Source: an optimization exercise on an open RTL-to-GDS flow (aim: small area). Production flows keep margins and buffers that such runs may drop. Only simulation tests tie the RTL to the original design; equivalence was not proved. Power figures rest on the tool's default switching activity, not on a simulated workload. The clock port is modelled as an ideal driver; clocking choices that lean on that would not hold on a real chip.

==> exp/nickel: inputs <==
Design adc_capture, start of the top module:
module adc_capture #(
    parameter int DATA_W   = 12,
    parameter int DIV      = 4,
    parameter int PIPE_LAT = 3,
    parameter int DEPTH    = 256,
    parameter int PRETRIG  = 16
) (
    input  logic              clk,
    input  logic              rst_n,
    output logic              AD_CLK_A,
    input  logic [DATA_W-1:0] AD_DATA_A,
    input  logic              AD_OTR_A,
    input  logic              start,
    input  logic              trig_en,
    input  logic [DATA_W-1:0] trig_level,
    output logic [DATA_W-1:0] rd_data,
    output logic              rd_valid,
    input  logic              rd_ready,
    output logic              rd_last,
    output logic              busy,
    output logic              done,
    output logic              ovr_flag,
    output logic [2:0]        dbg_state
);
clock: 10.0 ns
lec_check: 0
cap_margin: 5
core_margin: 2
core_utilization: 70
cts_buf_list: sky130_fd_sc_hd__clkbuf_16
cts_cluster_diameter: 80
cts_cluster_size: 30
gpl_timing_driven: 0
place_density: 0.85
slew_margin: 5
synth_hierarchical: 1
standard.sh (not shown) runs the stock make flow with config.mk's settings and CLKGATE_MAP_FILE= SYNTH_SCRIPT=/design/flow/synth_recipe.tcl, a recipe that flattens the netlist after the stock synthesis.
==> flow/flow/run.sh <==
#!/bin/bash
# The standard layout (standard.sh: the standard flow's synthesis, floorplan, placement, CTS, routing) with
# two changes passed to ORFS as variables:
#  - CTS without dummy loads (ORFS's default adds inverters as dummy clock loads to balance the
#    tree); clustering and buffer list as in config.mk.
#  - port buffers use sky130_fd_sc_hd__buf_1 instead of the default pick; every port still gets one.
set -euo pipefail
export CTS_ARGS="-sink_clustering_enable -repair_clock_nets -sink_clustering_size 30 -sink_clustering_max_diameter 80 -buf_list sky130_fd_sc_hd__clkbuf_16 -dont_use_dummy_load"
export BUFFER_PORTS_ARGS="-buffer_cell sky130_fd_sc_hd__buf_1"
bash standard.sh finish > make_finish.log 2>&1
==> exp/fjord (differences from exp/nickel) <==
--- a/flow/flow/run.sh
+++ b/flow/flow/run.sh
@@ -7,3 +7,3 @@
 set -euo pipefail
-export CTS_ARGS="-sink_clustering_enable -repair_clock_nets -sink_clustering_size 30 -sink_clustering_max_diameter 80 -buf_list sky130_fd_sc_hd__clkbuf_16 -dont_use_dummy_load"
+export CTS_ARGS="-sink_clustering_enable -repair_clock_nets -sink_clustering_size 30 -sink_clustering_max_diameter 60 -buf_list sky130_fd_sc_hd__clkbuf_16 -dont_use_dummy_load"
 export BUFFER_PORTS_ARGS="-buffer_cell sky130_fd_sc_hd__buf_1"
==> flow/config.mk (replaced) <==
export PLATFORM = sky130hd
export DESIGN_NAME = adc_capture
export DESIGN_NICKNAME = adc_capture
export VERILOG_FILES = /design/flow/design.v
export SDC_FILE = /design/flow/constraint.sdc
export NUM_CORES = 4
export LEC_CHECK = 0
export CAP_MARGIN = 20
export CORE_MARGIN = 2
export CORE_UTILIZATION = 60
export CTS_BUF_LIST = sky130_fd_sc_hd__clkbuf_16
export CTS_CLUSTER_DIAMETER = 60
export CTS_CLUSTER_SIZE = 30
export GPL_TIMING_DRIVEN = 0
export SLEW_MARGIN = 20
export SYNTH_HIERARCHICAL = 1
==> exp/indigo (differences from exp/nickel) <==
==> flow/run.sh (new file) <==
#!/bin/bash
# synth_recipe.tcl (not shown) runs the flow's synth.tcl, then flattens the netlist and writes it again
# the make line also repeats each setting of config.mk as NAME=value (left out here)
make -C /OpenROAD-flow-scripts/flow DESIGN_CONFIG=/design/flow/config.mk WORK_HOME=/design/flow/orfs CLKGATE_MAP_FILE= SYNTH_SCRIPT=/design/flow/synth_recipe.tcl finish
==> flow/config.mk (replaced) <==
export PLATFORM = sky130hd
export DESIGN_NAME = adc_capture
export DESIGN_NICKNAME = adc_capture
export VERILOG_FILES = /design/flow/design.v
export SDC_FILE = /design/flow/constraint.sdc
export NUM_CORES = 4
export LEC_CHECK = 0
export CAP_MARGIN = 20
export CORE_MARGIN = 2
export CORE_UTILIZATION = 60
export CTS_BUF_LIST = sky130_fd_sc_hd__clkbuf_16
export CTS_CLUSTER_DIAMETER = 60
export CTS_CLUSTER_SIZE = 30
export GPL_TIMING_DRIVEN = 0
export SLEW_MARGIN = 20
export SYNTH_HIERARCHICAL = 1
removed: flow/flow/run.sh
removed: flow/standard.sh
==> comparison table <==
Final cell count without fillers: exp/indigo 7079; exp/fjord 6972; exp/nickel 6709
Routed length on met2: exp/indigo 105000 um; exp/fjord 104000 um; exp/nickel 99400 um
Number of non-clock buffers in the layout: exp/indigo 131; exp/fjord 135; exp/nickel 86
Relative slew slack: exp/indigo 10.9%; exp/fjord 12.6%; exp/nickel -2.64%
Post-layout nets: exp/indigo 5357; exp/fjord 5362; exp/nickel 5282
Gr usage total: exp/indigo 34.4%; exp/fjord 34.5%; exp/nickel 39.3%
Fin. max-slew vios: exp/indigo 0; exp/fjord 0; exp/nickel 39
Starting Density: exp/indigo 60.5%; exp/fjord 60.5%; exp/nickel 70.8%
Endpoint of the worst hold path: exp/indigo ring_q[182][3]; exp/fjord ring_q[161][5]; exp/nickel ring_q[131][5]
Fraction of cell area in non-clock buffers: exp/indigo 1.65%; exp/fjord 1.40%; exp/nickel 0.729%
Crit path from: exp/indigo q_q[6]; exp/fjord q_q[6]; exp/nickel q_q[0]
Number of antenna violations at the first check in global routing: exp/indigo 17; exp/fjord 11; exp/nickel 20
Run status: exp/indigo timing/DRC/antenna clean; exp/fjord timing/DRC/antenna clean; exp/nickel finished with violations
Violated checks: exp/indigo -; exp/fjord -; exp/nickel max-capacitance violations, max-slew violations
Power density cells: exp/indigo 230 nW/um^2; exp/fjord 223 nW/um^2; exp/nickel 219 nW/um^2
Switching part of the total: exp/indigo 20.9%; exp/fjord 19.6%; exp/nickel 19.6%
Wire length of the first global-routing pass: exp/indigo 324000 um; exp/fjord 325000 um; exp/nickel 323000 um
Vias post-DR: exp/indigo 48300; exp/fjord 48100; exp/nickel 49900
Count of inserted tapcells: exp/indigo 1662; exp/fjord 1662; exp/nickel 1476
Highest Clock Rate: exp/indigo 161 MHz; exp/fjord 173 MHz; exp/nickel 134 MHz

## port drivers added, routing unchanged
Ports are ideal in the flow. The routed layouts listed here were re-timed in OpenROAD. Step 1 sets driving cells, clkbuf_16 on the clock port and buf_2 on the other inputs (assumed; they add their load-dependent delay and slew). Step 2 times the ports against the registers' clock, not the clock port: input delays grow and output delays shrink by t, the midpoint of the rising clock arrivals with the driver on. Slacks: ideal / step 1 / step 2; pairs: ideal / step 1.
| run | t (ns) | setup slack, ns | worst data-port slew with drivers (ns) |
|---|---|---|---|
| exp/nickel | 0.815 | 2.537 / 2.537 / 2.537 | 0.03 |
| exp/fjord | 0.867 | 4.205 / 4.205 / 4.205 | 0.08 |
| exp/indigo | 0.888 | 3.781 / 3.781 / 3.781 | 0.06 |
